This is an optimization exercise on Yosys and OpenROAD, whose aim is small area, a short achievable clock period and few clock cycles per item, not a production implementation.
Only simulation tests tie the RTL to the original design; equivalence was not proved.
Power figures rest on the tool's default switching activity, not on a simulated workload.

==> v30 <==
==> flow/design.v <==
package bole_pkg;
  localparam int DEPTH   = 16;
  localparam int CNT_W   = $clog2(DEPTH + 1);
  localparam int IDX_W   = $clog2(DEPTH);
  localparam int VALUE_W = 32;
  localparam int ENTRY_W = 5;
  localparam logic [2:0] MODE_APPEND    = 3'd0;
  localparam logic [2:0] MODE_POP_FRONT = 3'd1;
  localparam logic [2:0] MODE_POP_BACK  = 3'd2;
  localparam logic [2:0] MODE_DELETE    = 3'd3;
  localparam logic [2:0] MODE_TRAVERSE  = 3'd4;
  localparam logic [1:0] STAT_OK       = 2'd0;
  localparam logic [1:0] STAT_EMPTY    = 2'd1;
  localparam logic [1:0] STAT_NOTFOUND = 2'd2;
  localparam logic [1:0] STAT_FULL     = 2'd3;
  typedef struct packed {
    logic [2:0]         mode;
    logic [VALUE_W-1:0] value;
  } cmd_t;
  typedef struct packed {
    logic [1:0]         status;
    logic [VALUE_W-1:0] item_value;
    logic [ENTRY_W-1:0] entry_count;
    logic               last;
  } result_t;
endpackage
module bole_cell(
  input  logic                          clk,
  input  logic                          shift,
  input  logic                          load,
  input  logic [bole_pkg::VALUE_W-1:0]  right_data,
  input  logic [bole_pkg::VALUE_W-1:0]  wr_value,
  input  logic [bole_pkg::VALUE_W-1:0]  key,
  output logic                          eq,
  output logic [bole_pkg::VALUE_W-1:0]  data
);
  assign eq = data == key;
  logic hold;
  assign hold = !shift && !load;
  always_ff @(posedge clk) begin
    data <= ({bole_pkg::VALUE_W{shift}} & right_data)
          | ({bole_pkg::VALUE_W{load}}  & wr_value)
          | ({bole_pkg::VALUE_W{hold}}  & data);
  end
endmodule
module bounded_ordered_list_engine_unit(
  input  logic              clk,
  input  logic              rst,
  input  logic              start,
  input  bole_pkg::cmd_t    cmd,
  output logic              busy,
  output logic              strobe,
  output bole_pkg::result_t result
);
  localparam int D  = bole_pkg::DEPTH;
  localparam int CW = bole_pkg::CNT_W;
  localparam int VW = bole_pkg::VALUE_W;
  logic           a_v;
  bole_pkg::cmd_t a_cmd;
  logic           b_app, b_pf, b_pb, b_del, b_trav, b_oth;
  logic [VW-1:0]  b_val;
  logic [D-1:0]   b_eq;      
  logic [D-1:0]   b_rsel;    
  logic           b_hold;    
  logic [CW-1:0]  count;
  logic [D-1:0]   vmask;
  logic [VW-1:0]  data  [D];
  logic [D-1:0]   eq_a;
  logic [D-1:0]   shift;
  logic [D-1:0]   load;
  assign busy = b_hold;
  logic          empty, full;
  logic [D-1:0]  pre, tailpos, freepos;
  logic          hit;
  logic          inc, dec;
  logic [CW-1:0] count_next;
  logic [D-1:0]  vmask_next;
  logic [VW-1:0] rd;
  bole_pkg::result_t res_next;
  assign empty = !vmask[0];
  assign full  = vmask[D-1];
  always_comb begin
    pre[0] = b_eq[0];
    for (int i = 1; i < D; i++) pre[i] = pre[i-1] | b_eq[i];
  end
  assign hit = pre[D-1];
  always_comb begin
    for (int i = 0; i < D; i++) begin
      freepos[i] = !vmask[i] && (i == 0 || vmask[(i + D - 1) % D]);
      shift[i]   = (b_pf && !empty) || (b_del && pre[i]);
      load[i]    = b_app && freepos[i];
    end
  end
  assign inc = b_app && !full;
  assign dec = ((b_pf || b_pb) && !empty) || (b_del && hit);
  always_comb begin
    count_next = count;
    vmask_next = vmask;
    if (inc) begin
      count_next = count + CW'(1);
      vmask_next = {vmask[D-2:0], 1'b1};
    end else if (dec) begin
      count_next = count - CW'(1);
      vmask_next = {1'b0, vmask[D-1:1]};
    end
  end
  always_comb begin
    rd = '0;
    for (int i = 0; i < D; i++) rd = rd | ({VW{b_rsel[i]}} & data[i]);
  end
  always_comb begin
    res_next.status      = bole_pkg::STAT_OK;
    res_next.item_value  = rd | ({VW{b_del && hit}} & b_val);
    res_next.last        = 1'b1;
    res_next.entry_count = bole_pkg::ENTRY_W'(count_next);
    if (b_app && full)                  res_next.status = bole_pkg::STAT_FULL;
    if ((b_pf || b_pb || b_del || b_trav) && empty)
                                        res_next.status = bole_pkg::STAT_EMPTY;
    if (b_del && !empty && !hit)        res_next.status = bole_pkg::STAT_NOTFOUND;
    if (b_trav)                         res_next.last   = !b_hold;
  end
  logic          same;
  logic [D-1:0]  eq_fwd;
  assign same = b_val == a_cmd.value;
  always_comb begin
    for (int i = 0; i < D; i++) begin
      if (shift[i])     eq_fwd[i] = (i < D - 1) ? eq_a[(i + 1) % D] : 1'b0;
      else if (load[i]) eq_fwd[i] = same;
      else              eq_fwd[i] = eq_a[i];
    end
  end
  genvar g;
  generate
    for (g = 0; g < D; g++) begin : g_cell
      logic [VW-1:0] right;
      if (g < D - 1) begin : g_mid
        assign right = data[g+1];
      end else begin : g_end
        assign right = data[g];
      end
      bole_cell u_cell (
        .clk        (clk),
        .shift      (shift[g]),
        .load       (load[g]),
        .right_data (right),
        .wr_value   (b_val),
        .key        (a_cmd.value),
        .eq         (eq_a[g]),
        .data       (data[g])
      );
    end
  endgenerate
  logic [2:0]   a_mode;
  logic         a_app, a_pf, a_pb, a_del, a_trav;
  logic [D-1:0] tail_next;
  logic [D-1:0] rsel_adv;
  assign a_mode = a_cmd.mode;
  assign a_app  = a_v && a_mode == bole_pkg::MODE_APPEND;
  assign a_pf   = a_v && a_mode == bole_pkg::MODE_POP_FRONT;
  assign a_pb   = a_v && a_mode == bole_pkg::MODE_POP_BACK;
  assign a_del  = a_v && a_mode == bole_pkg::MODE_DELETE;
  assign a_trav = a_v && a_mode == bole_pkg::MODE_TRAVERSE;
  assign tail_next = vmask_next & ~{1'b0, vmask_next[D-1:1]};
  assign rsel_adv  = {b_rsel[D-2:0], 1'b0};
  always_ff @(posedge clk) begin
    if (rst) begin
      a_v    <= 1'b0;
      b_app  <= 1'b0;
      b_pf   <= 1'b0;
      b_pb   <= 1'b0;
      b_del  <= 1'b0;
      b_trav <= 1'b0;
      b_oth  <= 1'b0;
      b_hold <= 1'b0;
      count  <= '0;
      vmask  <= '0;
      strobe <= 1'b0;
    end else begin
      count  <= count_next;
      vmask  <= vmask_next;
      strobe <= b_app || b_pf || b_pb || b_del || b_trav || b_oth;
      if (!b_hold) begin
        a_v    <= start;
        b_app  <= a_app;
        b_pf   <= a_pf;
        b_pb   <= a_pb;
        b_del  <= a_del;
        b_trav <= a_trav;
        b_oth  <= a_v && a_mode > bole_pkg::MODE_TRAVERSE;
        b_hold <= a_trav && vmask_next[1];
      end else begin
        b_hold <= |(rsel_adv[D-2:0] & vmask[D-1:1]);
      end
    end
  end
  always_ff @(posedge clk) begin
    if (!b_hold) begin
      a_cmd  <= cmd;
      b_val  <= a_cmd.value;
      b_eq   <= eq_fwd & vmask_next;
      b_rsel <= ({D{a_pf || a_trav}} & {{(D-1){1'b0}}, vmask_next[0]})
              | ({D{a_pb}} & tail_next);
    end else begin
      b_rsel <= rsel_adv;
    end
    result <= res_next;
  end
endmodule
==> flow/run.sh <==
#!/bin/bash
# synth_recipe.tcl (not shown) runs the flow's synth.tcl, then flattens the netlist and writes it again
# the make line also repeats each setting of config.mk as NAME=value (left out here)
make -C /OpenROAD-flow-scripts/flow DESIGN_CONFIG=/design/flow/config.mk WORK_HOME=/design/flow/orfs CLKGATE_MAP_FILE= SYNTH_SCRIPT=/design/flow/synth_recipe.tcl finish
==> flow/config.mk <==
export PLATFORM = sky130hd
export DESIGN_NAME = bounded_ordered_list_engine_unit
export DESIGN_NICKNAME = bounded_ordered_list_engine_unit
export VERILOG_FILES = /design/flow/design.v
export SDC_FILE = /design/flow/constraint.sdc
export NUM_CORES = 4
export LEC_CHECK = 0
export CAP_MARGIN = 20
export CORE_MARGIN = 2
export CORE_UTILIZATION = 30
export SETUP_SLACK_MARGIN = 3.5
export SLEW_MARGIN = 20
==> flow/constraint.sdc <==
create_clock -name core_clock -period 6.0 [get_ports {clk}]
set_input_delay 1.2000 -clock core_clock [delete_from_list [all_inputs] [get_ports {clk}]]
set_output_delay 1.2000 -clock core_clock [all_outputs]
set_load 0.01 [all_outputs]
==> v24: changes against v30 <==
==> flow/design.v (replaced) <==
package bole_pkg;
  localparam int DEPTH   = 16;
  localparam int CNT_W   = $clog2(DEPTH + 1);
  localparam int IDX_W   = $clog2(DEPTH);
  localparam int VALUE_W = 32;
  localparam int ENTRY_W = 5;
  localparam logic [2:0] MODE_APPEND    = 3'd0;
  localparam logic [2:0] MODE_POP_FRONT = 3'd1;
  localparam logic [2:0] MODE_POP_BACK  = 3'd2;
  localparam logic [2:0] MODE_DELETE    = 3'd3;
  localparam logic [2:0] MODE_TRAVERSE  = 3'd4;
  localparam logic [1:0] STAT_OK       = 2'd0;
  localparam logic [1:0] STAT_EMPTY    = 2'd1;
  localparam logic [1:0] STAT_NOTFOUND = 2'd2;
  localparam logic [1:0] STAT_FULL     = 2'd3;
  typedef struct packed {
    logic [2:0]         mode;
    logic [VALUE_W-1:0] value;
  } cmd_t;
  typedef struct packed {
    logic [1:0]         status;
    logic [VALUE_W-1:0] item_value;
    logic [ENTRY_W-1:0] entry_count;
    logic               last;
  } result_t;
endpackage
module bole_cell(
  input  logic                          clk,
  input  logic                          shift,
  input  logic                          load,
  input  logic [bole_pkg::VALUE_W-1:0]  right_data,
  input  logic [bole_pkg::VALUE_W-1:0]  wr_value,
  input  logic [bole_pkg::VALUE_W-1:0]  key,
  output logic                          eq,
  output logic [bole_pkg::VALUE_W-1:0]  data
);
  assign eq = data == key;
  always_ff @(posedge clk) begin
    if (shift)     data <= right_data;
    else if (load) data <= wr_value;
  end
endmodule
module bounded_ordered_list_engine_unit(
  input  logic              clk,
  input  logic              rst,
  input  logic              start,
  input  bole_pkg::cmd_t    cmd,
  output logic              busy,
  output logic              strobe,
  output bole_pkg::result_t result
);
  localparam int D  = bole_pkg::DEPTH;
  localparam int CW = bole_pkg::CNT_W;
  localparam int IW = bole_pkg::IDX_W;
  localparam int VW = bole_pkg::VALUE_W;
  logic           a_v;
  bole_pkg::cmd_t a_cmd;
  logic           b_v;
  bole_pkg::cmd_t b_cmd;
  logic [D-1:0]   b_eq;
  logic [IW-1:0]  b_idx;     
  logic           b_hold;    
  logic [CW-1:0]  count;
  logic [VW-1:0]  data  [D];
  logic [D-1:0]   eq_a;
  logic [D-1:0]   shift;
  logic [D-1:0]   load;
  logic accept;
  logic a_move;
  assign busy   = b_hold;
  assign accept = start && !b_hold;
  assign a_move = a_v && !b_hold;
  logic          empty, full;
  logic [D-1:0]  valid_m, eqm, pre;
  logic          hit;
  logic          b_app, b_pf, b_pb, b_del, b_trav;
  logic [CW-1:0] count_next;
  bole_pkg::result_t res_next;
  assign empty = count == '0;
  assign full  = count == CW'(D);
  always_comb begin
    for (int i = 0; i < D; i++) valid_m[i] = CW'(i) < count;
  end
  assign eqm = b_eq & valid_m;
  always_comb begin
    pre[0] = eqm[0];
    for (int i = 1; i < D; i++) pre[i] = pre[i-1] | eqm[i];
  end
  assign hit = pre[D-1];
  assign b_app  = b_v && b_cmd.mode == bole_pkg::MODE_APPEND;
  assign b_pf   = b_v && b_cmd.mode == bole_pkg::MODE_POP_FRONT;
  assign b_pb   = b_v && b_cmd.mode == bole_pkg::MODE_POP_BACK;
  assign b_del  = b_v && b_cmd.mode == bole_pkg::MODE_DELETE;
  assign b_trav = b_v && b_cmd.mode == bole_pkg::MODE_TRAVERSE;
  always_comb begin
    for (int i = 0; i < D; i++) begin
      shift[i] = (b_pf && !empty) || (b_del && pre[i]);
      load[i]  = b_app && !full && count == CW'(i);
    end
  end
  always_comb begin
    count_next = count;
    if (b_app && !full)                         count_next = count + CW'(1);
    if ((b_pf || b_pb) && !empty)               count_next = count - CW'(1);
    if (b_del && hit)                           count_next = count - CW'(1);
  end
  always_comb begin
    res_next.status      = bole_pkg::STAT_OK;
    res_next.item_value  = '0;
    res_next.last        = 1'b1;
    res_next.entry_count = bole_pkg::ENTRY_W'(count_next);
    if (b_app && full)                  res_next.status = bole_pkg::STAT_FULL;
    if ((b_pf || b_pb || b_del || b_trav) && empty)
                                        res_next.status = bole_pkg::STAT_EMPTY;
    if (b_del && !empty && !hit)        res_next.status = bole_pkg::STAT_NOTFOUND;
    if ((b_pf || b_pb || b_trav) && !empty) res_next.item_value = data[b_idx];
    if (b_del && hit)                   res_next.item_value = b_cmd.value;
    if (b_trav && !empty)               res_next.last = CW'(b_idx) + CW'(1) == count;
  end
  logic          same;
  logic [D-1:0]  eq_fwd;
  assign same = b_cmd.value == a_cmd.value;
  always_comb begin
    for (int i = 0; i < D; i++) begin
      if (shift[i])     eq_fwd[i] = (i < D - 1) ? eq_a[(i + 1) % D] : 1'b0;
      else if (load[i]) eq_fwd[i] = same;
      else              eq_fwd[i] = eq_a[i];
    end
  end
  genvar g;
  generate
    for (g = 0; g < D; g++) begin : g_cell
      logic [VW-1:0] right;
      if (g < D - 1) begin : g_mid
        assign right = data[g+1];
      end else begin : g_end
        assign right = data[g];
      end
      bole_cell u_cell (
        .clk        (clk),
        .shift      (shift[g]),
        .load       (load[g]),
        .right_data (right),
        .wr_value   (b_cmd.value),
        .key        (a_cmd.value),
        .eq         (eq_a[g]),
        .data       (data[g])
      );
    end
  endgenerate
  logic a_trav, a_pb;
  assign a_trav = a_cmd.mode == bole_pkg::MODE_TRAVERSE;
  assign a_pb   = a_cmd.mode == bole_pkg::MODE_POP_BACK;
  always_ff @(posedge clk) begin
    if (rst) begin
      a_v    <= 1'b0;
      b_v    <= 1'b0;
      b_hold <= 1'b0;
      count  <= '0;
      strobe <= 1'b0;
    end else begin
      count  <= count_next;
      strobe <= b_v;
      if (accept)      a_v <= 1'b1;
      else if (a_move) a_v <= 1'b0;
      if (!b_hold)     b_v <= a_v;
      if (b_hold)      b_hold <= CW'(b_idx) + CW'(2) < count;
      else             b_hold <= a_v && a_trav && CW'(1) < count_next;
    end
  end
  always_ff @(posedge clk) begin
    if (accept) a_cmd <= cmd;
    if (b_hold) begin
      b_idx <= b_idx + IW'(1);
    end else begin
      b_cmd <= a_cmd;
      b_eq  <= eq_fwd;
      b_idx <= a_pb ? IW'(count_next - CW'(1)) : '0;
    end
    result <= res_next;
  end
endmodule
- SETUP_SLACK_MARGIN: 3.5 -> unset
==> v9: changes against v30 <==
--- a/flow/design.v
+++ b/flow/design.v
@@ -114,3 +114,3 @@
     res_next.last        = 1'b1;
-    res_next.entry_count = bole_pkg::ENTRY_W'(count_next);
+    res_next.entry_count = '0;   
     if (b_app && full)                  res_next.status = bole_pkg::STAT_FULL;
@@ -196,6 +196,6 @@
   always_ff @(posedge clk) begin
+    b_val <= a_cmd.value;
+    b_eq  <= eq_fwd & vmask_next;
     if (!b_hold) begin
       a_cmd  <= cmd;
-      b_val  <= a_cmd.value;
-      b_eq   <= eq_fwd & vmask_next;
       b_rsel <= ({D{a_pf || a_trav}} & {{(D-1){1'b0}}, vmask_next[0]})
@@ -205,4 +205,7 @@
     end
-    result <= res_next;
-  end
+    result.status     <= res_next.status;
+    result.item_value <= res_next.item_value;
+    result.last       <= res_next.last;
+  end
+  assign result.entry_count = bole_pkg::ENTRY_W'(count);
 endmodule
- CORE_UTILIZATION: 30 -> 22
- CTS_CLUSTER_DIAMETER: unset -> 60
- CTS_CLUSTER_SIZE: unset -> 20
- PLACE_DENSITY: unset -> 0.5
==> qor summary <==
Run status: v9 complete, no violations; v24 complete, no violations; v30 complete, no violations
Most instantiated flip-flop cell in the synthesis netlist: v9 sky130_fd_sc_hd__dfxtp_1; v24 sky130_fd_sc_hd__edfxtp_1; v30 sky130_fd_sc_hd__dfxtp_1
Post-synthesis instance area: v9 33200 um^2; v24 35900 um^2; v30 34100 um^2
Post-CTS setup buffer count: v9 47; v24 0; v30 90
Total power of the final layout: v9 11.6 mW; v24 11.7 mW; v30 11.2 mW
Post-synthesis xor/xnor area fraction: v9 0.144; v24 0.135; v30 0.141
Gate Count Post-Synth: v9 3919; v24 2820; v30 3949
Power group with the largest share: v9 the clock network; v24 sequential cells; v30 the clock network
Instance area at placement: v9 36200 um^2; v24 38800 um^2; v30 36200 um^2
Transition time of the tightest slew-check pin: v9 1.16 ns; v24 1.30 ns; v30 1.22 ns
Most common cell in the netlist: v9 sky130_fd_sc_hd__nand2_1; v24 sky130_fd_sc_hd__edfxtp_1; v30 sky130_fd_sc_hd__nand2_1
Switching portion of total power: v9 0.309; v24 0.273; v30 0.277
Syn_area_per_cell: v9 8.48 um^2; v24 12.7 um^2; v30 8.62 um^2
Antenna violations before repair: v9 20; v24 12; v30 14
Fin Clk Skew: v9 0.0760 ns; v24 0.0322 ns; v30 0.0433 ns
Non-clock inverter count: v9 9; v24 11; v30 11
Clock latency at the later pin of the worst-skew pair: v9 0.76 ns; v24 0.68 ns; v30 0.70 ns
Most area-hungry cell type in the Yosys netlist: v9 sky130_fd_sc_hd__dfxtp_1; v24 sky130_fd_sc_hd__edfxtp_1; v30 sky130_fd_sc_hd__dfxtp_1
Testbench counts of v30, summed over its fixed seeds: cycles 57,010, commands 32,000.
Testbench counts of v24, summed over its fixed seeds: cycles 57,010, commands 32,000.
Testbench counts of v9, summed over its fixed seeds: cycles 57,010, commands 32,000.

-- re-timing with driven ports --
In the flow no input, the clock included, has a driving cell. The finished layouts below were timed again as built, in two steps.
Step 1 sets driving cells, clkbuf_16 on the clock port and buf_2 on the other inputs (assumed; they add their load-dependent delay and slew).
Step 2 moves the port delays by t, midway between the first and last clock arrival at a register: inputs arrive t later, outputs are due t later. That takes back most of the time a late clock gives input paths.
Three values: ideal ports, drivers, drivers and shift; two values: the first two.
run | t (ns) | setup slack, ns | hold WS [ns] | slew at the worst register clock pin (ns)
v30 | 0.760 | 3.339 / 3.339 / 3.339 | 0.448 / 0.448 / 0.448 | 0.07 / 0.07
v24 | 0.740 | 1.797 / 1.797 / 1.797 | 0.483 / 0.483 / 0.483 | 0.07 / 0.07
v9 | 0.802 | 3.367 / 3.367 / 3.367 | 0.454 / 0.454 / 0.454 | 0.08 / 0.08
After both steps every run listed still meets setup and hold.
